Context: an optimization exercise on an open-source flow, tuned for small area, a short achievable clock period and few clock cycles per item. The choices shown serve that exercise and are no tape-out recipe. Function was not checked in any run shown here: the RTL went through the layout flow alone. Power and IR drop assume default switching activity.

==> flow/design.v (outline; a module is shown in full before it is edited, if it fits) <==
// module lfs_fa: 4 lines
// module lfs_ha: 4 lines
// module lfs_steer_tree: 982 lines
// module lfs_add_10: 13 lines
// module lfs_pg_10: 9 lines
// module lfs_pfx_10: 52 lines
// module lfs_add_17: 13 lines
// module lfs_pg_17: 9 lines
// module lfs_pfx_17: 110 lines
// module lfs_add_20: 13 lines
// module lfs_pg_20: 9 lines
// module lfs_pfx_20: 132 lines
// module lfs_pfx_8: 44 lines
// module lfs_andpfx_8: 33 lines
// module lfs_motor: 17 lines
// module line_follow_steering_core: 223 lines
module line_follow_steering_core (
   input  logic        clock,
   input  logic        reset,
   input  logic        req_valid,
   output logic        req_stall,
   input  logic [22:0] req_word,
   output logic        rsp_valid,
   input  logic        rsp_stall,
   output logic [17:0] rsp_word,
   input  logic        csr_write_en,
   input  logic [2:0]  csr_index,
   input  logic [15:0] csr_data
);
  // ...
==> flow/flow/run.sh <==
#!/bin/bash
set -euo pipefail
MARGIN=$(cat flow/margin.txt)
bash standard.sh SETUP_SLACK_MARGIN="$MARGIN" TNS_END_PERCENT=100 \
  BUFFER_PORTS_ARGS="-buffer_cell sky130_fd_sc_hd__buf_2" finish > flow_make.log 2>&1
==> flow/flow/margin.txt <==
6.5
==> flow/standard.sh <==
#!/bin/bash
# synth_recipe.tcl (not shown) runs the flow's synth.tcl, then flattens the netlist and writes it again
# the make line also repeats each setting of config.mk as NAME=value (left out here)
make -C /OpenROAD-flow-scripts/flow DESIGN_CONFIG=/design/flow/config.mk WORK_HOME=/design/flow/orfs CLKGATE_MAP_FILE= SYNTH_SCRIPT=/design/flow/synth_recipe.tcl "${@:-finish}"
==> flow/config.mk <==
export PLATFORM = sky130hd
export DESIGN_NAME = line_follow_steering_core
export DESIGN_NICKNAME = line_follow_steering_core
export VERILOG_FILES = /design/flow/design.v
export SDC_FILE = /design/flow/constraint.sdc
export NUM_CORES = 4
export LEC_CHECK = 0
export CAP_MARGIN = 20
export CORE_MARGIN = 2
export CORE_UTILIZATION = 40
export SLEW_MARGIN = 20
export SYNTH_HIERARCHICAL = 1
==> flow/constraint.sdc <==
create_clock -name core_clock -period 11.0 [get_ports {clock}]
set_input_delay 2.2000 -clock core_clock [delete_from_list [all_inputs] [get_ports {clock}]]
set_output_delay 2.2000 -clock core_clock [all_outputs]
set_load 0.01 [all_outputs]
==> impl_results.md, run 1 <==
- Lkg Pwr: about 9 nW
- Mapped Cells: around 2,100
- Largest net degree at the start of global routing: 66
- Fraction of area in multi-input gates: 67.4%
- Comb_multi_in: between 1,500 and 2,000
- Post-CTS Repair Setup Buffers: 5
- CTS Hold Bufs: 0
- Final WS setup: about 6.6 ns
- Worst path depth: 14
- Die area: 0.0541 mm^2
- Gpl congestion: around 0.9
- Vert. Die Dim: about 230 um
- CP delay by family, top: adder cells
- Run status: timing/DRC/antenna clean
- Hold slack: ~0.46 ns
- Worst path bufs/invs: 4
- WP data arrival: ~4.5 ns
- Final setup vio count: 0
- Period utilization: between 30% and 40%
- Cell area after layout: ~0.022 mm^2
- Synthesized cell area: 0.0209 mm^2
- Delay of the slowest cell on the worst path: ~0.54 ns
- Met3 wire length: 2.72 mm
- Min cycle time layout: 4.35 ns
- Final setup TNS: 0 ns
- Ant diodes: 0
- Peak supply drop: 0.119 mV
- Hpwl dp: 42.2 mm
- Inverters: roughly 130
- Highest net fanout along the worst path: 13
- Clock Buffer Count: 20
- Leading power group: combinational cells
- Tot Pwr: approximately 0.0037 W
- Worst-margin pin slew: roughly 1.1 ns
- WL per Instance: 19.8 um
- Highest clock rate: ~230 MHz
- Crit. Startpoint: pd
- Initial antenna violation count: 0
- Comb power frac: between 60% and 70%
- Vias: approximately 15,000
- Most frequent CP cell: fa_1
- R2R Path Start: pd
- Filler Cells Inserted: between 4,000 and 5,000
- Row cnt: 83
- Beginning of the worst hold path: gp[9]
==> module lfs_motor, before the edit <==
module lfs_motor (
   input  logic [19:0] x,
   input  logic        nz,
   output logic [7:0]  duty
);
   logic       neg, hi0, hi1, lo0, sat, inc;
   logic [7:0] y, c;
   assign neg = x[19];
   assign hi0 = ~|x[19:8];
   assign hi1 = &x[19:8];
   assign lo0 = ~|x[7:0];
   assign sat = neg ? (~hi1 | (lo0 & ~nz)) : ~hi0;
   assign y   = x[7:0] ^ {8{neg}};
   assign inc = neg & ~nz;
   lfs_andpfx_8 u_inc (.p(y), .ci(inc), .c(c));
   assign duty = (y ^ {c[6:0], inc}) | {8{sat}};
endmodule
==> module line_follow_steering_core, before the edit <==
module line_follow_steering_core (
   input  logic        clock,
   input  logic        reset,
   input  logic        req_valid,
   output logic        req_stall,
   input  logic [22:0] req_word,
   output logic        rsp_valid,
   input  logic        rsp_stall,
   output logic [17:0] rsp_word,
   input  logic        csr_write_en,
   input  logic [2:0]  csr_index,
   input  logic [15:0] csr_data
);
   logic [1:0]         mode;
   logic [7:0]         base;
   logic [3:0]         sharp;
   logic [3:0]         smooth;
   logic signed [15:0] gp;
   logic signed [15:0] gd;
   always_ff @(posedge clock) begin
      if (reset) begin
         mode   <= 2'd0;
         base   <= 8'd120;
         sharp  <= 4'd1;
         smooth <= 4'd1;
         gp     <= '0;
         gd     <= '0;
      end else if (csr_write_en) begin
         case (csr_index)
            3'd0: mode   <= csr_data[1:0];
            3'd1: base   <= csr_data[7:0];
            3'd2: sharp  <= csr_data[3:0];
            3'd3: smooth <= csr_data[3:0];
            3'd4: gp     <= csr_data;
            3'd5: gd     <= csr_data;
            default: ;
         endcase
      end
   end
   logic pd;
   always_ff @(posedge clock) begin
      if (reset)                               pd <= 1'b0;
      else if (csr_write_en && csr_index == 3'd0) pd <= (csr_data[1:0] == 2'd2);
   end
   wire [2:0] bits  = req_word[22:20];
   wire [9:0] lvl_l = req_word[19:10];
   wire [9:0] lvl_r = req_word[9:0];
   logic [9:0] lr_s;
   logic       lr_c;
   lfs_add_10 u_lr (.a(lvl_l), .b(~lvl_r), .ci(1'b1), .s(lr_s), .co(lr_c));
   wire signed [10:0] err0 = {~lr_c, lr_s};
   wire signed [10:0] sh16 = $signed({3'b000, sharp, 4'b0000});
   wire signed [10:0] sm7  = $signed({4'b0000, smooth, 3'b000}) - $signed({7'b0000000, smooth});
   logic signed [10:0] off0;
   logic               emit0;
   always_comb begin
      emit0 = 1'b1;
      off0  = '0;
      case (mode)
         2'd0: begin
            case (bits)
               3'b001:  off0 = sh16;
               3'b011:  off0 = sm7;
               3'b100:  off0 = -sh16;
               3'b110:  off0 = -sm7;
               3'b101:  emit0 = 1'b0;
               default: off0 = '0;
            endcase
         end
         2'd1: begin
            case (bits[1:0])
               2'b01:   off0 = sh16;
               2'b10:   off0 = -sh16;
               default: off0 = '0;
            endcase
         end
         2'd3: begin
            if (lvl_l == 10'd0)        emit0 = 1'b0;
            else if (lvl_l <= 10'd400) off0 = -11'sd10;
            else if (lvl_l < 10'd800)  off0 = '0;
            else                       off0 = 11'sd10;
         end
         default: ;
      endcase
   end
   wire signed [10:0] m0 = pd ? err0 : off0;
   logic               sk_v, sk_vo, a_v, c_v, o_v, o_vo;
   logic signed [10:0] sk_m, a_m;
   wire                stall  = o_v & rsp_stall;
   wire                accept = req_valid & ~sk_v;
   wire                new_v  = accept & emit0;
   assign req_stall = sk_vo;
   assign rsp_valid = o_vo;
   always_ff @(posedge clock) begin
      if (reset) begin
         sk_v  <= 1'b0;
         sk_vo <= 1'b0;
      end else if (stall) begin
         if (new_v) begin
            sk_v  <= 1'b1;
            sk_vo <= 1'b1;
         end
      end else begin
         sk_v  <= 1'b0;
         sk_vo <= 1'b0;
      end
   end
   always_ff @(posedge clock) begin
      if (stall && new_v) sk_m <= m0;
   end
   always_ff @(posedge clock) begin
      if (reset) begin
         a_v  <= 1'b0;
         c_v  <= 1'b0;
         o_v  <= 1'b0;
         o_vo <= 1'b0;
      end else if (!stall) begin
         a_v  <= sk_v | new_v;
         c_v  <= a_v;
         o_v  <= c_v;
         o_vo <= c_v;
      end
   end
   always_ff @(posedge clock) begin
      if (!stall) a_m <= sk_v ? sk_m : m0;
   end
   logic signed [10:0] prev;
   always_ff @(posedge clock) begin
      if (reset)                    prev <= '0;
      else if (!stall && a_v && pd) prev <= a_m;
   end
   logic [16:0] k_s;
   logic        k_c;
   lfs_add_17 u_k (.a({gp[15], gp}), .b({gd[15], gd}), .ci(1'b0), .s(k_s), .co(k_c));
   logic signed [16:0] kg;
   always_ff @(posedge clock) begin
      kg <= pd ? k_s : 17'sd2560;
   end
   wire [17:0] kx = {kg[16], kg};
   wire [16:0] gx = {gd, 1'b0};
   logic [8:0] ek_one, ek_two, ek_neg;
   logic [7:0] eg_one, eg_two, eg_neg;
   logic [8:0] nb, nc;
   always_comb begin
      for (int j = 0; j < 9; j++) begin
         logic x2, x1, x0;
         x2 = kx[2*j+1];
         x1 = kx[2*j];
         x0 = (j == 0) ? 1'b0 : kx[2*j-1];
         ek_one[j] = x1 ^ x0;
         ek_two[j] = (x2 & ~x1 & ~x0) | (~x2 & x1 & x0);
         ek_neg[j] = x2 & ~(x1 & x0);
      end
      for (int j = 0; j < 8; j++) begin
         logic x2, x1, x0;
         x2 = gx[2*j+2];
         x1 = gx[2*j+1];
         x0 = gx[2*j];
         eg_one[j] = pd & (x1 ^ x0);
         eg_two[j] = pd & ((x2 & ~x1 & ~x0) | (~x2 & x1 & x0));
         eg_neg[j] = pd & ~x2 & (x1 | x0);
      end
      for (int j = 0; j < 8; j++) begin
         nb[j] = ek_neg[j] ^ eg_neg[j];
         nc[j] = ek_neg[j] & eg_neg[j];
      end
      nb[8] = ek_neg[8];
      nc[8] = 1'b0;
   end
   logic [27:0] sum0, sum1;
   lfs_steer_tree u_tree (
      .ek_one (ek_one), .ek_two (ek_two), .ek_neg (ek_neg),
      .eg_one (eg_one), .eg_two (eg_two), .eg_neg (eg_neg),
      .nb     (nb),     .nc     (nc),
      .m      (a_m),    .p      (prev),
      .sum0   (sum0),   .sum1   (sum1)
   );
   wire [7:0] lo_g = sum0[7:0] & sum1[7:0];
   wire [7:0] lo_x = sum0[7:0] ^ sum1[7:0];
   logic [7:0] lo_cc;
   lfs_pfx_8 u_lo (.g(lo_g), .p(lo_x), .ci(1'b0), .c(lo_cc));
   wire       lo_c = lo_cc[7];
   wire [7:0] lo_k = {sum0[6:0] | sum1[6:0], 1'b0};
   wire       lo_z = (lo_x == lo_k);
   logic [19:0] c_x, c_y;
   logic        c_ci, c_nz;
   always_ff @(posedge clock) begin
      if (!stall) begin
         c_x  <= sum0[27:8];
         c_y  <= sum1[27:8];
         c_ci <= lo_c;
         c_nz <= ~lo_z;
      end
   end
   logic [19:0] tl_s, tl_c, wr_s, wr_c, t, w;
   logic        t_co, w_co;
   always_comb begin
      for (int i = 0; i < 20; i++) begin
         logic bb;
         bb = (i < 8) ? base[i] : 1'b0;
         tl_s[i] = c_x[i] ^ c_y[i] ^ bb;
         wr_s[i] = c_x[i] ^ c_y[i] ^ ~bb;
         if (i < 19) begin
            tl_c[i+1] = (c_x[i] & c_y[i]) | (c_x[i] & bb) | (c_y[i] & bb);
            wr_c[i+1] = (c_x[i] & c_y[i]) | (c_x[i] & ~bb) | (c_y[i] & ~bb);
         end
      end
      tl_c[0] = c_ci;
      wr_c[0] = c_ci;
   end
   lfs_add_20 u_t (.a(tl_s), .b(tl_c), .ci(1'b0), .s(t), .co(t_co));
   lfs_add_20 u_w (.a(wr_s), .b(wr_c), .ci(1'b1), .s(w), .co(w_co));
   logic [7:0] dl, dr;
   lfs_motor u_ml (.x(t), .nz(c_nz), .duty(dl));
   lfs_motor u_mr (.x(w), .nz(c_nz), .duty(dr));
   wire fl = ~t[19] & ~((~|t[19:8]) & (~|t[7:0]));
   wire fr = w[19] & ~((&w[19:0]) & c_nz);
   logic [17:0] o_w;
   always_ff @(posedge clock) begin
      if (!stall) o_w <= {fl, dl, fr, dr};
   end
   assign rsp_word = o_w;
endmodule
==> run 2, diff against run 1 <==
--- a/flow/design.v
+++ b/flow/design.v
@@ -67,18 +67,19 @@
 endmodule
 module lfs_steer_tree (
    input  logic [8:0] ek_one,
    input  logic [8:0] ek_two,
    input  logic [8:0] ek_neg,
    input  logic [7:0] eg_one,
    input  logic [7:0] eg_two,
    input  logic [7:0] eg_neg,
-   input  logic [8:0] nb,
-   input  logic [8:0] nc,
+   input  logic [5:0] nb,
+   input  logic [5:0] nc,
+   input  logic [6:0] hx,
    input  logic [10:0] m,
    input  logic [10:0] p,
    output logic [27:0] sum0,
    output logic [27:0] sum1
 );
    logic pp1;
    logic pp2;
    logic pp3;
@@ -852,55 +853,53 @@
    assign pp197 = ((eg_one[7] & p[4]) | (eg_two[7] & p[3])) ^ eg_neg[7];
    assign pp198 = ((eg_one[7] & p[5]) | (eg_two[7] & p[4])) ^ eg_neg[7];
    assign pp199 = ((eg_one[7] & p[6]) | (eg_two[7] & p[5])) ^ eg_neg[7];
    assign pp200 = ((eg_one[7] & p[7]) | (eg_two[7] & p[6])) ^ eg_neg[7];
    assign pp201 = ((eg_one[7] & p[8]) | (eg_two[7] & p[7])) ^ eg_neg[7];
    assign pp202 = ((eg_one[7] & p[9]) | (eg_two[7] & p[8])) ^ eg_neg[7];
    assign pp203 = ((eg_one[7] & p[10]) | (eg_two[7] & p[9])) ^ eg_neg[7];
    assign pp204 = ~(((eg_one[7] & p[10]) | (eg_two[7] & p[10])) ^ eg_neg[7]);
-   logic [6:0] hx;
-   assign hx = {1'b0, nc[8], nb[8], nc[7], nb[7], nc[6], nb[6]} + 7'd43;
    lfs_fa u_s205 (.a(nb[4]), .b(pp9), .c(pp19), .s(s205), .co(c206));
    lfs_fa u_s207 (.a(nc[4]), .b(pp10), .c(pp20), .s(s207), .co(c208));
    lfs_ha u_s209 (.a(pp30), .b(pp40), .s(s209), .co(c210));
    lfs_fa u_s211 (.a(nb[5]), .b(pp11), .c(pp21), .s(s211), .co(c212));
    lfs_fa u_s213 (.a(pp31), .b(pp41), .c(pp51), .s(s213), .co(c214));
    lfs_fa u_s215 (.a(pp61), .b(pp119), .c(pp129), .s(s215), .co(c216));
    lfs_fa u_s217 (.a(nc[5]), .b(pp12), .c(pp22), .s(s217), .co(c218));
    lfs_fa u_s219 (.a(pp32), .b(pp42), .c(pp52), .s(s219), .co(c220));
    lfs_fa u_s221 (.a(pp62), .b(pp120), .c(pp130), .s(s221), .co(c222));
    lfs_ha u_s223 (.a(pp140), .b(pp150), .s(s223), .co(c224));
-   lfs_fa u_s225 (.a(pp23), .b(pp33), .c(pp43), .s(s225), .co(c226));
-   lfs_fa u_s227 (.a(pp53), .b(pp63), .c(pp73), .s(s227), .co(c228));
-   lfs_fa u_s229 (.a(pp131), .b(pp141), .c(pp151), .s(s229), .co(c230));
-   lfs_fa u_s231 (.a(pp161), .b(pp171), .c(pp181), .s(s231), .co(c232));
-   lfs_fa u_s233 (.a(pp24), .b(pp34), .c(pp44), .s(s233), .co(c234));
-   lfs_fa u_s235 (.a(pp54), .b(pp64), .c(pp74), .s(s235), .co(c236));
-   lfs_fa u_s237 (.a(pp132), .b(pp142), .c(pp152), .s(s237), .co(c238));
-   lfs_fa u_s239 (.a(pp162), .b(pp172), .c(pp182), .s(s239), .co(c240));
-   lfs_fa u_s241 (.a(pp35), .b(pp45), .c(pp55), .s(s241), .co(c242));
-   lfs_fa u_s243 (.a(pp65), .b(pp75), .c(pp85), .s(s243), .co(c244));
-   lfs_fa u_s245 (.a(pp143), .b(pp153), .c(pp163), .s(s245), .co(c246));
-   lfs_fa u_s247 (.a(pp173), .b(pp183), .c(pp193), .s(s247), .co(c248));
-   lfs_fa u_s249 (.a(pp36), .b(pp46), .c(pp56), .s(s249), .co(c250));
-   lfs_fa u_s251 (.a(pp66), .b(pp76), .c(pp86), .s(s251), .co(c252));
-   lfs_fa u_s253 (.a(pp144), .b(pp154), .c(pp164), .s(s253), .co(c254));
-   lfs_fa u_s255 (.a(pp174), .b(pp184), .c(pp194), .s(s255), .co(c256));
-   lfs_fa u_s257 (.a(pp47), .b(pp57), .c(pp67), .s(s257), .co(c258));
-   lfs_fa u_s259 (.a(pp77), .b(pp87), .c(pp97), .s(s259), .co(c260));
-   lfs_fa u_s261 (.a(pp155), .b(pp165), .c(pp175), .s(s261), .co(c262));
-   lfs_ha u_s263 (.a(pp185), .b(pp195), .s(s263), .co(c264));
-   lfs_fa u_s265 (.a(pp48), .b(pp58), .c(pp68), .s(s265), .co(c266));
-   lfs_fa u_s267 (.a(pp78), .b(pp88), .c(pp98), .s(s267), .co(c268));
-   lfs_fa u_s269 (.a(pp156), .b(pp166), .c(pp176), .s(s269), .co(c270));
-   lfs_ha u_s271 (.a(pp186), .b(pp196), .s(s271), .co(c272));
-   lfs_fa u_s273 (.a(pp59), .b(pp69), .c(pp79), .s(s273), .co(c274));
-   lfs_fa u_s275 (.a(pp89), .b(pp99), .c(pp167), .s(s275), .co(c276));
-   lfs_ha u_s277 (.a(pp177), .b(pp187), .s(s277), .co(c278));
+   lfs_fa u_s225 (.a(hx[0]), .b(pp23), .c(pp33), .s(s225), .co(c226));
+   lfs_fa u_s227 (.a(pp43), .b(pp53), .c(pp63), .s(s227), .co(c228));
+   lfs_fa u_s229 (.a(pp73), .b(pp131), .c(pp141), .s(s229), .co(c230));
+   lfs_fa u_s231 (.a(pp151), .b(pp161), .c(pp171), .s(s231), .co(c232));
+   lfs_fa u_s233 (.a(hx[1]), .b(pp24), .c(pp34), .s(s233), .co(c234));
+   lfs_fa u_s235 (.a(pp44), .b(pp54), .c(pp64), .s(s235), .co(c236));
+   lfs_fa u_s237 (.a(pp74), .b(pp132), .c(pp142), .s(s237), .co(c238));
+   lfs_fa u_s239 (.a(pp152), .b(pp162), .c(pp172), .s(s239), .co(c240));
+   lfs_fa u_s241 (.a(hx[2]), .b(pp35), .c(pp45), .s(s241), .co(c242));
+   lfs_fa u_s243 (.a(pp55), .b(pp65), .c(pp75), .s(s243), .co(c244));
+   lfs_fa u_s245 (.a(pp85), .b(pp143), .c(pp153), .s(s245), .co(c246));
+   lfs_fa u_s247 (.a(pp163), .b(pp173), .c(pp183), .s(s247), .co(c248));
+   lfs_fa u_s249 (.a(hx[3]), .b(pp36), .c(pp46), .s(s249), .co(c250));
+   lfs_fa u_s251 (.a(pp56), .b(pp66), .c(pp76), .s(s251), .co(c252));
+   lfs_fa u_s253 (.a(pp86), .b(pp144), .c(pp154), .s(s253), .co(c254));
+   lfs_fa u_s255 (.a(pp164), .b(pp174), .c(pp184), .s(s255), .co(c256));
+   lfs_fa u_s257 (.a(hx[4]), .b(pp47), .c(pp57), .s(s257), .co(c258));
+   lfs_fa u_s259 (.a(pp67), .b(pp77), .c(pp87), .s(s259), .co(c260));
+   lfs_fa u_s261 (.a(pp97), .b(pp155), .c(pp165), .s(s261), .co(c262));
+   lfs_ha u_s263 (.a(pp175), .b(pp185), .s(s263), .co(c264));
+   lfs_fa u_s265 (.a(hx[5]), .b(pp48), .c(pp58), .s(s265), .co(c266));
+   lfs_fa u_s267 (.a(pp68), .b(pp78), .c(pp88), .s(s267), .co(c268));
+   lfs_fa u_s269 (.a(pp98), .b(pp156), .c(pp166), .s(s269), .co(c270));
+   lfs_ha u_s271 (.a(pp176), .b(pp186), .s(s271), .co(c272));
+   lfs_fa u_s273 (.a(hx[6]), .b(pp59), .c(pp69), .s(s273), .co(c274));
+   lfs_fa u_s275 (.a(pp79), .b(pp89), .c(pp99), .s(s275), .co(c276));
+   lfs_ha u_s277 (.a(pp167), .b(pp177), .s(s277), .co(c278));
    lfs_fa u_s279 (.a(1'b1), .b(pp60), .c(pp70), .s(s279), .co(c280));
    lfs_fa u_s281 (.a(pp80), .b(pp90), .c(pp100), .s(s281), .co(c282));
    lfs_ha u_s283 (.a(nb[2]), .b(pp5), .s(s283), .co(c284));
    lfs_fa u_s285 (.a(nc[2]), .b(pp6), .c(pp16), .s(s285), .co(c286));
    lfs_fa u_s287 (.a(nb[3]), .b(pp7), .c(pp17), .s(s287), .co(c288));
    lfs_fa u_s289 (.a(pp27), .b(pp37), .c(pp115), .s(s289), .co(c290));
    lfs_fa u_s291 (.a(nc[3]), .b(pp8), .c(pp18), .s(s291), .co(c292));
    lfs_fa u_s293 (.a(pp28), .b(pp38), .c(pp116), .s(s293), .co(c294));
@@ -912,37 +911,37 @@
    lfs_fa u_s305 (.a(pp138), .b(pp148), .c(pp158), .s(s305), .co(c306));
    lfs_fa u_s307 (.a(s209), .b(c206), .c(s207), .s(s307), .co(c308));
    lfs_fa u_s309 (.a(pp139), .b(pp149), .c(pp159), .s(s309), .co(c310));
    lfs_fa u_s311 (.a(pp169), .b(c210), .c(c208), .s(s311), .co(c312));
    lfs_fa u_s313 (.a(s211), .b(s213), .c(s215), .s(s313), .co(c314));
    lfs_fa u_s315 (.a(pp160), .b(pp170), .c(s223), .s(s315), .co(c316));
    lfs_fa u_s317 (.a(c212), .b(c214), .c(c216), .s(s317), .co(c318));
    lfs_fa u_s319 (.a(s217), .b(s219), .c(s221), .s(s319), .co(c320));
-   lfs_fa u_s321 (.a(c224), .b(c218), .c(c220), .s(s321), .co(c322));
-   lfs_fa u_s323 (.a(c222), .b(s225), .c(s227), .s(s323), .co(c324));
-   lfs_fa u_s325 (.a(s229), .b(s231), .c(hx[0]), .s(s325), .co(c326));
-   lfs_fa u_s327 (.a(c226), .b(c228), .c(c230), .s(s327), .co(c328));
-   lfs_fa u_s329 (.a(c232), .b(s233), .c(s235), .s(s329), .co(c330));
-   lfs_fa u_s331 (.a(s237), .b(s239), .c(hx[1]), .s(s331), .co(c332));
-   lfs_fa u_s333 (.a(c234), .b(c236), .c(c238), .s(s333), .co(c334));
-   lfs_fa u_s335 (.a(c240), .b(s241), .c(s243), .s(s335), .co(c336));
-   lfs_fa u_s337 (.a(s245), .b(s247), .c(hx[2]), .s(s337), .co(c338));
-   lfs_fa u_s339 (.a(c242), .b(c244), .c(c246), .s(s339), .co(c340));
-   lfs_fa u_s341 (.a(c248), .b(s249), .c(s251), .s(s341), .co(c342));
-   lfs_fa u_s343 (.a(s253), .b(s255), .c(hx[3]), .s(s343), .co(c344));
-   lfs_fa u_s345 (.a(s263), .b(c250), .c(c252), .s(s345), .co(c346));
-   lfs_fa u_s347 (.a(c254), .b(c256), .c(s257), .s(s347), .co(c348));
-   lfs_fa u_s349 (.a(s259), .b(s261), .c(hx[4]), .s(s349), .co(c350));
-   lfs_fa u_s351 (.a(c264), .b(s271), .c(c258), .s(s351), .co(c352));
-   lfs_fa u_s353 (.a(c260), .b(c262), .c(s265), .s(s353), .co(c354));
-   lfs_fa u_s355 (.a(s267), .b(s269), .c(hx[5]), .s(s355), .co(c356));
-   lfs_fa u_s357 (.a(pp197), .b(c272), .c(s277), .s(s357), .co(c358));
-   lfs_fa u_s359 (.a(c266), .b(c268), .c(c270), .s(s359), .co(c360));
-   lfs_fa u_s361 (.a(s273), .b(s275), .c(hx[6]), .s(s361), .co(c362));
+   lfs_fa u_s321 (.a(pp181), .b(c224), .c(c218), .s(s321), .co(c322));
+   lfs_fa u_s323 (.a(c220), .b(c222), .c(s225), .s(s323), .co(c324));
+   lfs_fa u_s325 (.a(s227), .b(s229), .c(s231), .s(s325), .co(c326));
+   lfs_fa u_s327 (.a(pp182), .b(c226), .c(c228), .s(s327), .co(c328));
+   lfs_fa u_s329 (.a(c230), .b(c232), .c(s233), .s(s329), .co(c330));
+   lfs_fa u_s331 (.a(s235), .b(s237), .c(s239), .s(s331), .co(c332));
+   lfs_fa u_s333 (.a(pp193), .b(c234), .c(c236), .s(s333), .co(c334));
+   lfs_fa u_s335 (.a(c238), .b(c240), .c(s241), .s(s335), .co(c336));
+   lfs_fa u_s337 (.a(s243), .b(s245), .c(s247), .s(s337), .co(c338));
+   lfs_fa u_s339 (.a(pp194), .b(c242), .c(c244), .s(s339), .co(c340));
+   lfs_fa u_s341 (.a(c246), .b(c248), .c(s249), .s(s341), .co(c342));
+   lfs_fa u_s343 (.a(s251), .b(s253), .c(s255), .s(s343), .co(c344));
+   lfs_fa u_s345 (.a(pp195), .b(s263), .c(c250), .s(s345), .co(c346));
+   lfs_fa u_s347 (.a(c252), .b(c254), .c(c256), .s(s347), .co(c348));
+   lfs_fa u_s349 (.a(s257), .b(s259), .c(s261), .s(s349), .co(c350));
+   lfs_fa u_s351 (.a(pp196), .b(c264), .c(s271), .s(s351), .co(c352));
+   lfs_fa u_s353 (.a(c258), .b(c260), .c(c262), .s(s353), .co(c354));
+   lfs_fa u_s355 (.a(s265), .b(s267), .c(s269), .s(s355), .co(c356));
+   lfs_fa u_s357 (.a(pp187), .b(pp197), .c(c272), .s(s357), .co(c358));
+   lfs_fa u_s359 (.a(s277), .b(c266), .c(c268), .s(s359), .co(c360));
+   lfs_fa u_s361 (.a(c270), .b(s273), .c(s275), .s(s361), .co(c362));
    lfs_fa u_s363 (.a(pp168), .b(pp178), .c(pp188), .s(s363), .co(c364));
    lfs_fa u_s365 (.a(pp198), .b(c278), .c(c274), .s(s365), .co(c366));
    lfs_fa u_s367 (.a(c276), .b(s279), .c(s281), .s(s367), .co(c368));
    lfs_fa u_s369 (.a(pp71), .b(pp81), .c(pp91), .s(s369), .co(c370));
    lfs_fa u_s371 (.a(pp101), .b(pp179), .c(pp189), .s(s371), .co(c372));
    lfs_fa u_s373 (.a(pp199), .b(c280), .c(c282), .s(s373), .co(c374));
    lfs_fa u_s375 (.a(1'b1), .b(pp72), .c(pp82), .s(s375), .co(c376));
    lfs_fa u_s377 (.a(pp92), .b(pp102), .c(pp180), .s(s377), .co(c378));
@@ -964,30 +963,30 @@
    lfs_fa u_s409 (.a(c298), .b(c300), .c(s303), .s(s409), .co(c410));
    lfs_fa u_s411 (.a(s305), .b(c302), .c(s307), .s(s411), .co(c412));
    lfs_fa u_s413 (.a(c304), .b(c306), .c(s309), .s(s413), .co(c414));
    lfs_fa u_s415 (.a(c308), .b(s311), .c(s313), .s(s415), .co(c416));
    lfs_fa u_s417 (.a(c310), .b(s315), .c(c312), .s(s417), .co(c418));
    lfs_fa u_s419 (.a(c314), .b(s317), .c(s319), .s(s419), .co(c420));
    lfs_fa u_s421 (.a(c316), .b(c318), .c(c320), .s(s421), .co(c422));
    lfs_fa u_s423 (.a(s321), .b(s323), .c(s325), .s(s423), .co(c424));
-   lfs_fa u_s425 (.a(c322), .b(c324), .c(s327), .s(s425), .co(c426));
-   lfs_fa u_s427 (.a(s329), .b(c326), .c(s331), .s(s427), .co(c428));
-   lfs_fa u_s429 (.a(c328), .b(c330), .c(s333), .s(s429), .co(c430));
-   lfs_fa u_s431 (.a(s335), .b(c332), .c(s337), .s(s431), .co(c432));
-   lfs_fa u_s433 (.a(c334), .b(c336), .c(s339), .s(s433), .co(c434));
-   lfs_fa u_s435 (.a(s341), .b(c338), .c(s343), .s(s435), .co(c436));
-   lfs_fa u_s437 (.a(c340), .b(c342), .c(s345), .s(s437), .co(c438));
-   lfs_fa u_s439 (.a(s347), .b(c344), .c(s349), .s(s439), .co(c440));
-   lfs_fa u_s441 (.a(c346), .b(c348), .c(s351), .s(s441), .co(c442));
-   lfs_fa u_s443 (.a(s353), .b(c350), .c(s355), .s(s443), .co(c444));
+   lfs_fa u_s425 (.a(c322), .b(c324), .c(c326), .s(s425), .co(c426));
+   lfs_fa u_s427 (.a(s327), .b(s329), .c(s331), .s(s427), .co(c428));
+   lfs_fa u_s429 (.a(c328), .b(c330), .c(c332), .s(s429), .co(c430));
+   lfs_fa u_s431 (.a(s333), .b(s335), .c(s337), .s(s431), .co(c432));
+   lfs_fa u_s433 (.a(c334), .b(c336), .c(c338), .s(s433), .co(c434));
+   lfs_fa u_s435 (.a(s339), .b(s341), .c(s343), .s(s435), .co(c436));
+   lfs_fa u_s437 (.a(c340), .b(c342), .c(c344), .s(s437), .co(c438));
+   lfs_fa u_s439 (.a(s345), .b(s347), .c(s349), .s(s439), .co(c440));
+   lfs_fa u_s441 (.a(s351), .b(c346), .c(c348), .s(s441), .co(c442));
+   lfs_fa u_s443 (.a(c350), .b(s353), .c(s355), .s(s443), .co(c444));
    lfs_fa u_s445 (.a(s357), .b(c352), .c(c354), .s(s445), .co(c446));
-   lfs_fa u_s447 (.a(s359), .b(c356), .c(s361), .s(s447), .co(c448));
+   lfs_fa u_s447 (.a(c356), .b(s359), .c(s361), .s(s447), .co(c448));
    lfs_fa u_s449 (.a(s363), .b(c358), .c(c360), .s(s449), .co(c450));
-   lfs_fa u_s451 (.a(s365), .b(s367), .c(c362), .s(s451), .co(c452));
+   lfs_fa u_s451 (.a(c362), .b(s365), .c(s367), .s(s451), .co(c452));
    lfs_fa u_s453 (.a(c364), .b(s369), .c(s371), .s(s453), .co(c454));
    lfs_fa u_s455 (.a(c366), .b(c368), .c(s373), .s(s455), .co(c456));
    lfs_fa u_s457 (.a(s379), .b(c370), .c(c372), .s(s457), .co(c458));
    lfs_fa u_s459 (.a(s375), .b(s377), .c(c374), .s(s459), .co(c460));
    lfs_fa u_s461 (.a(pp191), .b(pp201), .c(c380), .s(s461), .co(c462));
    lfs_fa u_s463 (.a(c376), .b(c378), .c(s381), .s(s463), .co(c464));
    lfs_fa u_s465 (.a(pp94), .b(pp104), .c(pp192), .s(s465), .co(c466));
    lfs_fa u_s467 (.a(pp202), .b(s383), .c(c382), .s(s467), .co(c468));
@@ -999,25 +998,25 @@
    lfs_fa u_s479 (.a(c392), .b(c390), .c(s393), .s(s479), .co(c480));
    lfs_fa u_s481 (.a(c394), .b(s397), .c(c396), .s(s481), .co(c482));
    lfs_fa u_s483 (.a(c398), .b(c400), .c(s401), .s(s483), .co(c484));
    lfs_fa u_s485 (.a(c402), .b(c404), .c(s405), .s(s485), .co(c486));
    lfs_fa u_s487 (.a(c406), .b(s409), .c(c408), .s(s487), .co(c488));
    lfs_fa u_s489 (.a(c410), .b(s413), .c(c412), .s(s489), .co(c490));
    lfs_fa u_s491 (.a(c414), .b(s417), .c(c416), .s(s491), .co(c492));
    lfs_fa u_s493 (.a(c418), .b(c420), .c(s421), .s(s493), .co(c494));
-   lfs_fa u_s495 (.a(c422), .b(s425), .c(c424), .s(s495), .co(c496));
-   lfs_fa u_s497 (.a(c426), .b(s429), .c(c428), .s(s497), .co(c498));
-   lfs_fa u_s499 (.a(c430), .b(s433), .c(c432), .s(s499), .co(c500));
-   lfs_fa u_s501 (.a(c434), .b(s437), .c(c436), .s(s501), .co(c502));
+   lfs_fa u_s495 (.a(c422), .b(c424), .c(s425), .s(s495), .co(c496));
+   lfs_fa u_s497 (.a(c426), .b(c428), .c(s429), .s(s497), .co(c498));
+   lfs_fa u_s499 (.a(c430), .b(c432), .c(s433), .s(s499), .co(c500));
+   lfs_fa u_s501 (.a(c434), .b(c436), .c(s437), .s(s501), .co(c502));
    lfs_fa u_s503 (.a(c438), .b(s441), .c(c440), .s(s503), .co(c504));
    lfs_fa u_s505 (.a(c442), .b(s445), .c(c444), .s(s505), .co(c506));
-   lfs_fa u_s507 (.a(s449), .b(c446), .c(s451), .s(s507), .co(c508));
-   lfs_fa u_s509 (.a(s453), .b(c450), .c(s455), .s(s509), .co(c510));
-   lfs_fa u_s511 (.a(c454), .b(s457), .c(s459), .s(s511), .co(c512));
+   lfs_fa u_s507 (.a(c446), .b(s449), .c(c448), .s(s507), .co(c508));
+   lfs_fa u_s509 (.a(s453), .b(c450), .c(c452), .s(s509), .co(c510));
+   lfs_fa u_s511 (.a(c454), .b(s457), .c(c456), .s(s511), .co(c512));
    lfs_fa u_s513 (.a(s461), .b(c458), .c(s463), .s(s513), .co(c514));
    lfs_fa u_s515 (.a(s465), .b(c462), .c(c464), .s(s515), .co(c516));
    lfs_fa u_s517 (.a(c384), .b(c466), .c(s469), .s(s517), .co(c518));
    lfs_fa u_s519 (.a(pp106), .b(pp204), .c(s471), .s(s519), .co(c520));
    lfs_ha u_s521 (.a(nb[0]), .b(pp1), .s(s521), .co(c522));
    lfs_fa u_s523 (.a(nc[0]), .b(pp2), .c(pp110), .s(s523), .co(c524));
    lfs_fa u_s525 (.a(pp121), .b(s473), .c(s385), .s(s525), .co(c526));
    lfs_fa u_s527 (.a(c474), .b(s387), .c(s475), .s(s527), .co(c528));
@@ -1031,27 +1030,39 @@
    lfs_fa u_s543 (.a(s419), .b(c490), .c(s491), .s(s543), .co(c544));
    lfs_fa u_s545 (.a(s423), .b(c492), .c(s493), .s(s545), .co(c546));
    lfs_fa u_s547 (.a(s427), .b(c494), .c(s495), .s(s547), .co(c548));
    lfs_fa u_s549 (.a(s431), .b(c496), .c(s497), .s(s549), .co(c550));
    lfs_fa u_s551 (.a(s435), .b(c498), .c(s499), .s(s551), .co(c552));
    lfs_fa u_s553 (.a(s439), .b(c500), .c(s501), .s(s553), .co(c554));
    lfs_fa u_s555 (.a(s443), .b(c502), .c(s503), .s(s555), .co(c556));
    lfs_fa u_s557 (.a(s447), .b(c504), .c(s505), .s(s557), .co(c558));
-   lfs_fa u_s559 (.a(c448), .b(c506), .c(s507), .s(s559), .co(c560));
-   lfs_fa u_s561 (.a(c452), .b(s509), .c(c508), .s(s561), .co(c562));
-   lfs_fa u_s563 (.a(c456), .b(c510), .c(s511), .s(s563), .co(c564));
+   lfs_fa u_s559 (.a(s451), .b(c506), .c(s507), .s(s559), .co(c560));
+   lfs_fa u_s561 (.a(s455), .b(c508), .c(s509), .s(s561), .co(c562));
+   lfs_fa u_s563 (.a(s459), .b(c510), .c(s511), .s(s563), .co(c564));
    lfs_fa u_s565 (.a(c460), .b(s513), .c(c512), .s(s565), .co(c566));
    lfs_fa u_s567 (.a(s467), .b(c514), .c(s515), .s(s567), .co(c568));
    lfs_fa u_s569 (.a(c468), .b(s517), .c(c516), .s(s569), .co(c570));
    lfs_fa u_s571 (.a(c470), .b(s519), .c(c518), .s(s571), .co(c572));
    lfs_fa u_s573 (.a(pp107), .b(c472), .c(c520), .s(s573), .co(c574));
    assign sum0 = {c574, c572, c570, c568, c566, c564, c562, c560, c558, c556, c554, c552, c550, c548, c546, c544, c542, c540, c538, c536, c534, c532, c530, c528, c526, c524, c522, s521};
    assign sum1 = {pp108, s573, s571, s569, s567, s565, s563, s561, s559, s557, s555, s553, s551, s549, s547, s545, s543, s541, s539, s537, s535, s533, s531, s529, s527, s525, s523, pp109};
 endmodule
+module lfs_static_bits (
+   input  logic [8:0] negk,
+   input  logic [7:0] negg,
+   output logic [5:0] nb,
+   output logic [5:0] nc,
+   output logic [6:0] hx
+);
+   assign nb = negk[5:0] ^ negg[5:0];
+   assign nc = negk[5:0] & negg[5:0];
+   assign hx = {1'b0, 1'b0, negk[8], negk[7] & negg[7], negk[7] ^ negg[7],
+                 negk[6] & negg[6], negk[6] ^ negg[6]} + 7'd43;
+endmodule
 module lfs_add_10 (
    input  logic [9:0] a,
    input  logic [9:0] b,
    input  logic ci,
    output logic [9:0] s,
    output logic co
 );
    logic [9:0] g, p, c;
@@ -1483,29 +1494,31 @@
    assign G12 = G8 & G7;
    assign G13 = G9 & G7;
    assign c = {G13, G12, G11, G10, G7, G6, G2, G1};
 endmodule
 `timescale 1ns / 1ps
 module lfs_motor (
    input  logic [19:0] x,
    input  logic        nz,
-   output logic [7:0]  duty
+   output logic [7:0]  duty,
+   output logic        hi0,
+   output logic        hi1,
+   output logic        lo0
 );
-   logic       neg, hi0, hi1, lo0, sat, inc;
-   logic [7:0] y, c;
-   assign neg = x[19];
+   logic       sat;
+   logic [7:0] xn, c, mneg;
    assign hi0 = ~|x[19:8];
    assign hi1 = &x[19:8];
    assign lo0 = ~|x[7:0];
-   assign sat = neg ? (~hi1 | (lo0 & ~nz)) : ~hi0;
-   assign y   = x[7:0] ^ {8{neg}};
-   assign inc = neg & ~nz;
-   lfs_andpfx_8 u_inc (.p(y), .ci(inc), .c(c));
-   assign duty = (y ^ {c[6:0], inc}) | {8{sat}};
+   assign sat = (~hi0 & ~hi1) | (hi1 & lo0 & ~nz);
+   assign xn  = ~x[7:0];
+   lfs_andpfx_8 u_inc (.p(xn), .ci(~nz), .c(c));
+   assign mneg = xn ^ {c[6:0], ~nz};
+   assign duty = sat ? 8'hFF : (hi1 ? mneg : x[7:0]);
 endmodule
 `timescale 1ns / 1ps
 module line_follow_steering_core (
    input  logic        clock,
    input  logic        reset,
    input  logic        req_valid,
    output logic        req_stall,
    input  logic [22:0] req_word,
@@ -1629,60 +1642,75 @@
    always_ff @(posedge clock) begin
       if (!stall) a_m <= sk_v ? sk_m : m0;
    end
    logic signed [10:0] prev;
    always_ff @(posedge clock) begin
       if (reset)                    prev <= '0;
       else if (!stall && a_v && pd) prev <= a_m;
    end
+   wire [10:0] p1 = prev & {11{pd}};
    logic [16:0] k_s;
    logic        k_c;
    lfs_add_17 u_k (.a({gp[15], gp}), .b({gd[15], gd}), .ci(1'b0), .s(k_s), .co(k_c));
+   wire [16:0] k_next = pd ? k_s : 17'd2560;
+   logic [8:0] negk_next;
+   logic [7:0] negg_next;
+   always_comb begin
+      for (int j = 0; j < 9; j++) begin
+         negk_next[j] = k_next[2*j+1 < 17 ? 2*j+1 : 16]
+                        & ~(k_next[2*j] & ((j == 0) ? 1'b0 : k_next[2*j-1]));
+      end
+      for (int j = 0; j < 8; j++) begin
+         negg_next[j] = ~gd[2*j+1] & (gd[2*j] | ((j == 0) ? 1'b0 : gd[2*j-1]));
+      end
+   end
+   logic [5:0] nb_next, nc_next;
+   logic [6:0] hx_next;
+   lfs_static_bits u_sb (.negk(negk_next), .negg(negg_next),
+                         .nb(nb_next), .nc(nc_next), .hx(hx_next));
    logic signed [16:0] kg;
+   logic [5:0]         nb, nc;
+   logic [6:0]         hx;
    always_ff @(posedge clock) begin
-      kg <= pd ? k_s : 17'sd2560;
+      kg <= k_next;
+      nb <= nb_next;
+      nc <= nc_next;
+      hx <= hx_next;
    end
    wire [17:0] kx = {kg[16], kg};
    wire [16:0] gx = {gd, 1'b0};
    logic [8:0] ek_one, ek_two, ek_neg;
    logic [7:0] eg_one, eg_two, eg_neg;
-   logic [8:0] nb, nc;
    always_comb begin
       for (int j = 0; j < 9; j++) begin
          logic x2, x1, x0;
          x2 = kx[2*j+1];
          x1 = kx[2*j];
          x0 = (j == 0) ? 1'b0 : kx[2*j-1];
          ek_one[j] = x1 ^ x0;
          ek_two[j] = (x2 & ~x1 & ~x0) | (~x2 & x1 & x0);
          ek_neg[j] = x2 & ~(x1 & x0);
       end
       for (int j = 0; j < 8; j++) begin
          logic x2, x1, x0;
          x2 = gx[2*j+2];
          x1 = gx[2*j+1];
          x0 = gx[2*j];
-         eg_one[j] = pd & (x1 ^ x0);
-         eg_two[j] = pd & ((x2 & ~x1 & ~x0) | (~x2 & x1 & x0));
-         eg_neg[j] = pd & ~x2 & (x1 | x0);
-      end
-      for (int j = 0; j < 8; j++) begin
-         nb[j] = ek_neg[j] ^ eg_neg[j];
-         nc[j] = ek_neg[j] & eg_neg[j];
+         eg_one[j] = x1 ^ x0;
+         eg_two[j] = (x2 & ~x1 & ~x0) | (~x2 & x1 & x0);
+         eg_neg[j] = ~x2 & (x1 | x0);
       end
-      nb[8] = ek_neg[8];
-      nc[8] = 1'b0;
    end
    logic [27:0] sum0, sum1;
    lfs_steer_tree u_tree (
       .ek_one (ek_one), .ek_two (ek_two), .ek_neg (ek_neg),
       .eg_one (eg_one), .eg_two (eg_two), .eg_neg (eg_neg),
-      .nb     (nb),     .nc     (nc),
-      .m      (a_m),    .p      (prev),
+      .nb     (nb),     .nc     (nc),     .hx     (hx),
+      .m      (a_m),    .p      (p1),
       .sum0   (sum0),   .sum1   (sum1)
    );
    wire [7:0] lo_g = sum0[7:0] & sum1[7:0];
    wire [7:0] lo_x = sum0[7:0] ^ sum1[7:0];
    logic [7:0] lo_cc;
    lfs_pfx_8 u_lo (.g(lo_g), .p(lo_x), .ci(1'b0), .c(lo_cc));
    wire       lo_c = lo_cc[7];
    wire [7:0] lo_k = {sum0[6:0] | sum1[6:0], 1'b0};
@@ -1711,18 +1739,19 @@
          end
       end
       tl_c[0] = c_ci;
       wr_c[0] = c_ci;
    end
    lfs_add_20 u_t (.a(tl_s), .b(tl_c), .ci(1'b0), .s(t), .co(t_co));
    lfs_add_20 u_w (.a(wr_s), .b(wr_c), .ci(1'b1), .s(w), .co(w_co));
    logic [7:0] dl, dr;
-   lfs_motor u_ml (.x(t), .nz(c_nz), .duty(dl));
-   lfs_motor u_mr (.x(w), .nz(c_nz), .duty(dr));
-   wire fl = ~t[19] & ~((~|t[19:8]) & (~|t[7:0]));
-   wire fr = w[19] & ~((&w[19:0]) & c_nz);
+   logic       tl_hi0, tl_hi1, tl_lo0, wr_hi0, wr_hi1, wr_lo0;
+   lfs_motor u_ml (.x(t), .nz(c_nz), .duty(dl), .hi0(tl_hi0), .hi1(tl_hi1), .lo0(tl_lo0));
+   lfs_motor u_mr (.x(w), .nz(c_nz), .duty(dr), .hi0(wr_hi0), .hi1(wr_hi1), .lo0(wr_lo0));
+   wire fl = ~t[19] & ~(tl_hi0 & tl_lo0);
+   wire fr = w[19] & ~(wr_hi1 & (&w[7:0]) & c_nz);
    logic [17:0] o_w;
    always_ff @(posedge clock) begin
       if (!stall) o_w <= {fl, dl, fr, dr};
    end
    assign rsp_word = o_w;
 endmodule
==> run 2 against run 1 <==
Against the previous run:
- still clean on timing, DRC and antenna
- final area about the same
- final cell count grew 0.72%
- flip-flop and latch count up 19
- sequential share of layout area up 1.7 points
- largest power group unchanged
- highest routed layer unchanged
==> impl_results.md, run 2 <==
- Clk_skew: between 0.015 and 0.02 ns
- R2R Path Start: kg[9]
- H-tree Lvls: 4
- Lkg Pwr: 8.96 nW (+1.2%)
- Largest net degree at the start of global routing: 79 (+20%)
- Placed instance area: 0.0209 mm^2
- Final nets: between 2,000 and 2,500
- Post-route DRC: 0
- Clock buffer depth: 2
- Final Hold Fails: 0
- IO Count: 67
- Initial antenna violation count: 0 (unchanged)
- Area grow syn2layout: 2.08%
- TritonCTS clock tree: built
- GR Overflow Total: 0
- Ant diodes: 0 (unchanged)
- All-layer global routing usage: between 10% and 20%
- Vert. Die Dim: 235 um (+0.98%)
- Antenna-violating nets left: 0
- Synthesized cell area: 0.0213 mm^2 (+2.0%)
- Syn_area_per_cell: a little under 10 um^2
- CTS Buf Count: 17
- First-pass GRT wire length: about 85 mm
- CORE AREA: ~0.053 mm^2
- Post-layout util: a little over 40%
- Highest net fanout along the worst path: 12 (-1)
- Clock Sinks: approximately 180
- Peak supply drop: 0.128 mV (+7.7%)
- Worst-margin pin slew: 1.19 ns (+0.117 ns)
- Final setup TNS: 0 ns (unchanged)
- CP Launch Type: flop
- Gpl congestion: 0.882 (-2.4%)
- Final setup vio count: 0 (unchanged)
- Clock-pin slew on the worst setup and hold paths: approximately 0.070 ns
- PwrDens: about 170 mW/mm^2
- Vias: 15,200 (+0.14%)
- Vias per std cell: roughly 5.5
- Cell area after layout: 0.0218 mm^2 (about the same)
- Synth Warn #: 7
- Highest clock rate: 228 MHz (-0.95%)
- Crit path capture: c_y[10]
- Relative slew slack: about 20%
- WL final: 54.7 mm
- WL per Instance: 19.7 um (-0.59%)
- Clock latency (worst-skew pair): 0.47 ns
- Register-to-register setup slack: about 6.6 ns
- Pre-antenna DRT Iters: 5
- Mapped Cells: 2,189 (+1.9%)
- I/O Buffers: 66
- Hpwl dp: 41.5 mm (-1.7%)
- Root Driver: clkbuf_16
- Worst setup EP type: flop
- CTS Hold Bufs: 0 (unchanged)
- Vias in the first global route: roughly 15,000
- RSZ-0062 raised after global routing: true
- Max-Cap Viols: 0
- R2R depth: 8
- WP data required: around 11 ns
- Die span in x: 235 um
- Die area: 0.0552 mm^2 (+2.0%)
- WP data arrival: 4.58 ns (+0.04 ns)
- Run status: timing/DRC/antenna clean
- Crit path kind: flop to flop
- Share of layout cells above drive strength 1: about an eighth
- Commonest cells after routing, fill and taps aside: 198 x xnor2_1, 188 x fa_1, 165 x nand2_1
- Commonest non-fill, non-tap cell in the layout: xnor2_1
- R2r endpoint: c_y[10]
- Min cycle time layout: 4.39 ns (+0.0417 ns)
- Worst Hold Class: flop to flop
- Row cnt: 84 (+1.2%)
- Initial Util: approximately 40%
- Regs by FF count: c_x (20), c_y (20), o_w (18)
- Initial DRC Count: roughly 1,200
- Crit. Startpoint: kg[9]
- Period utilization: 39.9% (+0.38 points)
- Pins Over Slew Limit: 0
-- run 2: cell count changes in the layout (fill, tap and decap cells not counted), sizes merged, moves of 10 or more --
cell | previous run | this run
a31oi | 9 | 25
xnor2 | 215 | 198
buf | 148 | 124
dfxtp | 83 | 102
nor3 | 27 | 17
inv | 138 | 153
xor2 | 106 | 91
-- run 2: stage by stage --
stage | worst slack, ns | std cells | hold slack (ns) | power, W
4_1_cts | 6.41 | 2763 | 0.452 | 0.00359
2_1_floorplan | 6.61 | 2202 | 0.432 | 0.00289
6_report | 6.61 | 2779 | 0.453 | 0.00361
3_3_place_gp | 5.93 | 2727 | 0.437 | 0.00293
3_5_place_dp | 5.80 | 2727 | 0.443 | 0.00299
5_1_grt | 6.49 | 2779 | 0.463 | 0.00390
-- run 2: layer usage --
metal	track usage, %	routed length (um)
met1	25.0	23600
met4	5.62	993
met5	0	0
met3	5.09	4340
met2	32.6	25800
-- run 2: worst min path at each step --
stage,start,end,depth (start not counted)
floorplan,prev[0],prev[0],2
global placement,prev[5],prev[5],2
detailed placement,prev[10],prev[10],2
CTS,prev[10],prev[10],2
global route,prev[10],prev[10],2
finish,prev[10],prev[10],2
-- run 2: power breakdown --
| group | internal, W | leakage [nW] | switching, W |
|---|---|---|---|
| combinational | 0.000846 | 7.04 | 0.00129 |
| sequential | 0.000835 | 1.67 | 0.0000689 |
| clock | 0.000291 | 0.260 | 0.000279 |
-- run 2: cell type report --
| cell class | instances | area (um^2) |
|---|---|---|
| Clock buffer | 22 | 444 |
| Inverter | 148 | 556 |
| Clock inverter | 10 | 73.8 |
| Sequential cell | 184 | 4510 |
| Fill cell | 5076 | 30900 |
| Timing Repair Buffer | 124 | 827 |
| Multi-Input combinational cell | 1603 | 14500 |
| Tap cell | 688 | 861 |
-- run 2: critical path, stage by stage (launching register included) --
cell,delay [ns]
dfxtp_1,0.37
ha_1,0.23
nor2b_2,0.75
xnor2_1,0.23
fa_1,0.61
fa_1,0.45
fa_1,0.50
fa_1,0.54
fa_1,0.42
-- run 2: timing repair --
| action | CTS | global route |
|---|---|---|
| pin swaps | 1 | 1 |
| resized for setup | 12 | 20 |
| buffers inserted | 4 | 15 |
| endpoints found under the setup margin | 38 | 19 |
==> run 3, diff against run 2 <==
==> flow/flow/margin.txt (replaced) <==
7
==> run 3 against run 2 <==
Against the previous run:
- combinational power up 24%
- critical path depth grew 8
- synthesized area stayed put
- largest power group unchanged
- clock-buffer cell count is 1 lower
- via count rose by 3.7%
- critical endpoint is now o_w[14]
- still clean
==> impl_results.md, run 3 <==
- Run status: timing/DRC/antenna clean
- I/O Buffers: 66 (unchanged)
- Met3 wire length: 3.80 mm (-12%)
- Mapped Cells: 2,189 (unchanged)
- Top Metal Used: met4
- Sequential power share: 21.5% (-3.6 points)
- Crit path kind: flop to flop
- Met2 WL post-DR: 27.4 mm (+6.5%)
- Initial DRC Count: 1,231 (+1.2%)
- Final Non-Filler Cells: 2,874 (+3.4%)
- H-tree Lvls: 4 (unchanged)
- Period utilization: 36.4% (-3.5 points)
- Vert. Die Dim: 235 um (unchanged)
- Comb power frac: 63.7% (+4.6 points)
- Worst-margin pin slew: 1.09 ns (-0.0995 ns)
- Relative slew slack: 27.6% (+7.2 points)
- Commonest non-fill, non-tap cell in the layout: xnor2_1
- Met1 WL: 24.4 mm (+3.2%)
- WP data arrival: 4.22 ns (-0.36 ns)
- Switch Pwr: 0.00185 W (+13%)
- CP Launch Type: flop
- Clock buffer depth: 2 (unchanged)
- Final nets: 2,562 (+3.8%)
- Antenna-violating nets left: 0 (unchanged)
- Filler Cells Inserted: 4,934 (-2.8%)
- Commonest cells after routing, fill and taps aside: 194 x xnor2_1, 166 x fa_1, 163 x nand2_1
- Min cycle time layout: 4.01 ns (-0.387 ns)
- WL per Instance: 20.1 um (+2.0%)
- Pint: 0.00232 W (+17%)
- CTS Buf Count: 17 (unchanged)
- Area grow syn2layout: 11.2%
- Clock Sinks: 184 (unchanged)
- Synthesized cell area: 0.0213 mm^2 (unchanged)
- Hpwl dp: 41.9 mm (+0.92%)
- Final setup TNS: 0 ns (unchanged)
- Largest net degree at the start of global routing: 79 (unchanged)
- Tot Pwr: 0.00416 W (+15%)
- Root Driver: clkbuf_16
- Gpl congestion: 0.898 (+1.8%)
- Multi-input logic area: 0.0153 mm^2 (+5.9%)
- Hold slack: 0.450 ns (-0.00261 ns)
- Max-Cap Viols: 0 (unchanged)
- Switching portion of total power: 44.4% (-0.96 points)
- Final setup vio count: 0 (unchanged)
- Vias in the first global route: 15,800 (+3.0%)
- Die span in x: 235 um (unchanged)
- Worst Hold Class: flop to flop
- Highest net fanout along the worst path: 6 (-6)
- Initial antenna violation count: 2 (+2)
- IO Count: 67 (unchanged)
- TritonCTS clock tree: built
- Clk_skew: 0.0193 ns (+0.000967 ns)
- Post-route DRC: 0 (unchanged)
- Vias: 15,700 (+3.7%)
- RSZ-0062 raised after global routing: true
- Clock latency (worst-skew pair): 0.47 ns (about the same)
- Pins Over Slew Limit: 0 (unchanged)
- Worst setup EP type: flop
- WP data required: 11.22 ns (+0.03 ns)
- Highest clock rate: 250 MHz (+9.7%)
- Lkg Pwr: 9.60 nW (+7.1%)
- Die area: 0.0552 mm^2 (unchanged)
- Sequential cell area: 0.00455 mm^2 (+0.94%)
- Syn_area_per_cell: 9.74 um^2 (unchanged)
- WL final: 57.7 mm (+5.4%)
- All-layer global routing usage: 20.0% (+0.39 points)
- Share of layout cells above drive strength 1: 23.0% (+10 points)
- Pre-antenna DRT Iters: 6 (+1)
- Peak supply drop: 0.146 mV (+14%)
- Vias per std cell: 5.47 (+0.29%)
- Synth Warn #: 7 (unchanged)
- Placed cells: 2,719 (-0.29%)
- Initial Util: 40.5% (unchanged)
- Row cnt: 84 (unchanged)
- Clock-pin slew on the worst setup and hold paths: 0.07 ns (about the same)
- CORE AREA: 0.0527 mm^2 (unchanged)
- Clock share of power: 14.8% (-1.0 points)
- Regs by FF count: c_x (20), c_y (20), o_w (18)
- GR Overflow Total: 0 (unchanged)
- Final Hold Fails: 0 (unchanged)
- PwrDens: 176 mW/mm^2 (+6.0%)
- First-pass GRT wire length: 87.2 mm (+2.8%)
run 3: worst paths after layout:
path	start	endpoint	slack (ns)	cells after the start
max	c_x[7]	o_w[14]	6.99	16
min	prev[2]	prev[2]	0.45	2
max reg2reg	c_x[7]	o_w[14]	6.99	16
min reg2reg	prev[2]	prev[2]	0.45	2
run 3: timing repair:
action / CTS / global route
endpoints found under the setup margin: 55 / 63
cloned: 2 / 5
hold buffers: 0 / 0
buffers inserted: 62 / 53
resized for setup: 90 / 132
pin swaps: 26 / 85
run 3: final cells by class:
| type | instances | area share [%] |
|---|---|---|
| Clock inverter | 11 | 0.459 |
| Antenna cell | 1 | 0.0106 |
| Tap cell | 688 | 3.63 |
| Clock buffer | 21 | 1.99 |
| Inverter | 148 | 2.42 |
| Sequential cell | 184 | 19.2 |
| Multi-Input combinational cell | 1606 | 64.8 |
| Timing Repair Buffer | 215 | 7.52 |
run 3: stage by stage:
| step | util [%] | area [um^2] | setup WS, ns |
|---|---|---|---|
| 2_1_floorplan | - | 21600 | 6.84 |
| 3_5_place_dp | 39.9 | 21000 | 6.08 |
| 5_1_grt | 45.0 | 23700 | 6.84 |
| 3_3_place_gp | 39.9 | 21000 | 6.22 |
| 6_report | 45.0 | 23700 | 6.99 |
| 4_1_cts | 43.0 | 22600 | 6.96 |
run 3: power by group through the flow:
| stage | combinational, W | clock (W) | sequential (W) |
|---|---|---|---|
| floorplan | 0.00201 | 0 | 0.000895 |
| global placement | 0.00204 | 0 | 0.000932 |
| detailed placement | 0.00209 | 0 | 0.000935 |
| CTS | 0.00230 | 0.000631 | 0.000900 |
| global route | 0.00290 | 0.000658 | 0.000905 |
| finish | 0.00265 | 0.000617 | 0.000894 |
run 3: worst max-delay path: stages (launching register included):
cell	delay, ns
edfxtp_1	0.44
fa_2	0.61
inv_2	0.06
ha_4	0.23
a21oi_2	0.15
o21ai_2	0.08
a211o_1	0.31
a21o_1	0.20
a21o_1	0.20
o31a_1	0.34
xor2_2	0.18
nand4_1	0.18
nor3_4	0.24
buf_12	0.16
buf_4	0.11
a31oi_1	0.08
o22a_2	0.20
run 3: per-layer routing:
| metal | track usage, % | up-vias |
|---|---|---|
| met2 | 33.0 | 519 |
| met3 | 4.46 | 116 |
| met5 | 0 | - |
| met4 | 7.83 | 0 |
| met1 | 25.5 | 7766 |
| li1 | - | 7334 |
==> run 4, diff against run 3 <==
==> flow/flow/margin.txt (replaced) <==
6
==> run 4 against run 3 <==
Against the previous run:
- final cell count decreased by 3.9%
- still clean
- largest cell class unchanged
- largest power group unchanged
- synthesized area unchanged
- setup slack got worse by 0.72 ns
- critical endpoint is now o_w[8]
- non-clock buffer count decreased by 108
- clock power decreased by 4.1%
- register-to-register slack got worse by 0.72 ns
==> impl_results.md, run 4 <==
- Run status: timing/DRC/antenna clean
- Placed instance area: 0.0209 mm^2 (-0.32%)
- WL final: 54.4 mm (-5.6%)
- CTS Hold Bufs: 0 (unchanged)
- Delay of the slowest cell on the worst path: 0.68 ns (+0.07 ns)
- CP Launch Type: flop
- Period utilization: 43.0% (+6.6 points)
- Worst Hold Class: flop to flop
- Gpl congestion: 0.883 (-1.7%)
- CP cell instances: inv_1 > fa_1 > ha_1 > a21o_1 > nand4_1 > a2111oi_0 > a211oi_1 > o21ai_1 > xor2_1 > nand4_1 > nor3_1 > buf_4 > nand4_1 > o31a_1
- Clock latency (worst-skew pair): 0.47 ns (about the same)
- Worst path depth: 14 (-2)
- Worst-margin pin slew: 1.20 ns (+0.111 ns)
- Synthesized cell area: 0.0213 mm^2 (unchanged)
- Vias: 15,200 (-3.7%)
- Antenna-violating nets left: 0 (unchanged)
- Syn_area_per_cell: 9.74 um^2 (unchanged)
- Final setup vio count: 0 (unchanged)
- Met2 Track Usage GR: 32.0% (-0.98 points)
- CTS resizes: 2 (-98%)
- R2R Path Start: base[0]
- Commonest cells after routing, fill and taps aside: 198 x xnor2_1, 188 x fa_1, 165 x nand2_1
- Hold slack: 0.453 ns (+0.00288 ns)
- WL per Instance: 19.7 um (-1.8%)
- CP delay by family, top: compound AO/OA/AOI/OAI gates
- Vias in the first global route: 15,500 (-1.8%)
- Min cycle time layout: 4.73 ns (+0.721 ns)
- Max-Cap Viols: 0 (unchanged)
- Hpwl dp: 41.8 mm (-0.23%)
- CORE AREA: 0.0527 mm^2 (unchanged)
- Vias per std cell: 5.49 (+0.19%)
- Worst setup EP type: flop
- All-layer global routing usage: 19.6% (-0.35 points)
- Commonest non-fill, non-tap cell in the layout: xnor2_1
- Final Hold Fails: 0 (unchanged)
- Highest net fanout along the worst path: 14 (+8)
- Placed cells: 2,730 (+0.40%)
- Regs by FF count: c_x (20), c_y (20), o_w (18)
- Root Driver: clkbuf_16
- Clock-pin slew on the worst setup and hold paths: 0.07 ns (about the same)
- Vert. Die Dim: 235 um (unchanged)
- Initial Util: 40.5% (unchanged)
- PwrDens: 167 mW/mm^2 (-5.2%)
- R2r endpoint: o_w[8]
- Grt peak-use layer: met2
- Synth Warn #: 7 (unchanged)
- R2R depth: 14 (-2)
- WP data required: 11.20 ns (-0.02 ns)
- Relative slew slack: 19.7% (-8.0 points)
- Worst path bufs/invs: 2 (-1)
- First-pass GRT wire length: 85.2 mm (-2.3%)
- Hold path endpoint: prev[2]
- Highest clock rate: 212 MHz (-15%)
- Beginning of the worst hold path: prev[2]
- Ant diodes: 0 (-1)
- Crit-path slowest cell: a2111oi_0
- Register-to-register setup slack: 6.27 ns (-0.72 ns)
- Tot Pwr: 0.00358 W (-14%)
- Final nets: 2,451 (-4.3%)
- Area grow syn2layout: 0.810%
- Hold path cells: 2 (unchanged)
- RSZ-0062 raised after global routing: false
- I/O Buffers: 66 (unchanged)
- CTS Buf Count: 17 (unchanged)
- Die area: 0.0552 mm^2 (unchanged)
- Largest net degree at the start of global routing: 76 (-3.8%)
- Row cnt: 84 (unchanged)
- Pre-antenna DRT Iters: 5 (-1)
- Final Non-Filler Cells: 2,762 (-3.9%)
- WP data arrival: 4.93 ns (+0.71 ns)
- Cell area after layout: 0.0215 mm^2 (-9.3%)
- Post-route DRC: 0 (unchanged)
- Crit. Startpoint: base[0]
- Final setup TNS: 0 ns (unchanged)
- Lkg Pwr: 8.85 nW (-7.9%)
- H-tree Lvls: 4 (unchanged)
- Pins Over Slew Limit: 0 (unchanged)
- Clock buffer depth: 2 (unchanged)
- TritonCTS clock tree: built
- Die span in x: 235 um (unchanged)
- IO Count: 67 (unchanged)
- M3 GR Usage: 5.58% (+1.1 points)
- Most frequent CP cell: nand4_1
- Mapped Cells: 2,189 (unchanged)
- Clk_skew: 0.0208 ns (+0.00149 ns)
- Share of layout cells above drive strength 1: 11.1% (-12 points)
- Crit path kind: flop to flop
- Met1 usage: 24.8% (-0.65 points)
- Initial DRC Count: 1,090 (-11%)
- Peak supply drop: 0.107 mV (-26%)
- Initial antenna violation count: 0 (-2)
- GR Overflow Total: 0 (unchanged)
- Clock Sinks: 184 (unchanged)
- Post-CTS Repair Setup Buffers: 0 (-100%)
## run 4: cell count changes in the layout (fill, tap and decap cells not counted), moves of 20 or more
cell	previous run	this run
buf_4	108	40
ha_4	26	0
ha_1	120	155
fa_2	22	0
dfxtp_2	21	1
buf_12	20	0
dfxtp_1	75	101
fa_1	166	188
## run 4: worst register-to-register path, delay by kind of cell, from the launching register on
kind	cells	cell delay [ns]
AO/OA/AOI/OAI	5	1.58
adder cells (fa/ha/maj)	2	0.87
AND/OR/NAND/NOR	4	0.77
XOR/XNOR	1	0.51
flip-flops	1	0.39
buffers and inverters	2	0.34
## run 4: worst max-delay path by stage
| stage | to | slack, ns |
|---|---|---|
| finish | o_w[8] | 6.27 |
| global route | o_w[8] | 6.02 |
| CTS | c_nz | 6.10 |
| detailed placement | c_nz | 5.83 |
| global placement | c_nz | 5.92 |
| floorplan | sk_m[0] | 6.49 |
## run 4: stage by stage
step / utilization [%] / worst slack [ns]
floorplan: - / 6.49
global placement: 39.7 / 5.92
detailed placement: 39.7 / 5.83
CTS: 40.8 / 6.10
global route: 40.8 / 6.02
finish: 40.8 / 6.27
## run 4: area by class of cell
type	instances	area (um^2)
Inverter	148	556
Clock buffer	20	468
Multi-Input combinational cell	1603	14400
Timing Repair Buffer	107	642
Tap cell	688	861
Clock inverter	12	86.3
Sequential cell	184	4510
Fill cell	5152	31200
## run 4: metal layers
layer	vias to the layer above	share of wire, %
met5	-	0
met3	83	7.8
met2	555	47
met1	7415	43
li1	7098	-
met4	0	2.8
## run 4: report_power, final
group / switching, W / total [W] / internal [W]
Clock: 0.000281 / 0.000592 / 0.000311
Sequential: 0.0000780 / 0.000913 / 0.000835
Combinational: 0.00125 / 0.00207 / 0.000827

-- what the ideal ports hide --
How much do the figures lean on ideal ports? The routed layouts below were timed once more, with nothing changed but the port constraints.
Step 1, drivers: a clkbuf_16 drives clock and a buf_2 each remaining input, both assumed.
Step 2 times the ports against the registers' clock, not the clock port: input delays grow and output delays shrink by t, the midpoint of the rising clock arrivals with the driver on.
Slacks: ideal / step 1 / step 2; pairs: ideal / step 1.
| run | t (ns) | setup slack, ns | cell pins on the clock port's net |
|---|---|---|---|
| run 1 | 0.510 | 6.649 / 6.649 / 6.290 | 1 |
| run 2 | 0.521 | 6.607 / 6.607 / 6.345 | 1 |
| run 3 | 0.510 | 6.994 / 6.994 / 6.569 | 1 |
| run 4 | 0.510 | 6.274 / 6.274 / 6.274 | 1 |
After both steps setup and hold are still met in every run listed. For run 3, which loses most, drivers alone change the setup slack by 0.000 ns; drivers and shift together by -0.425 ns.
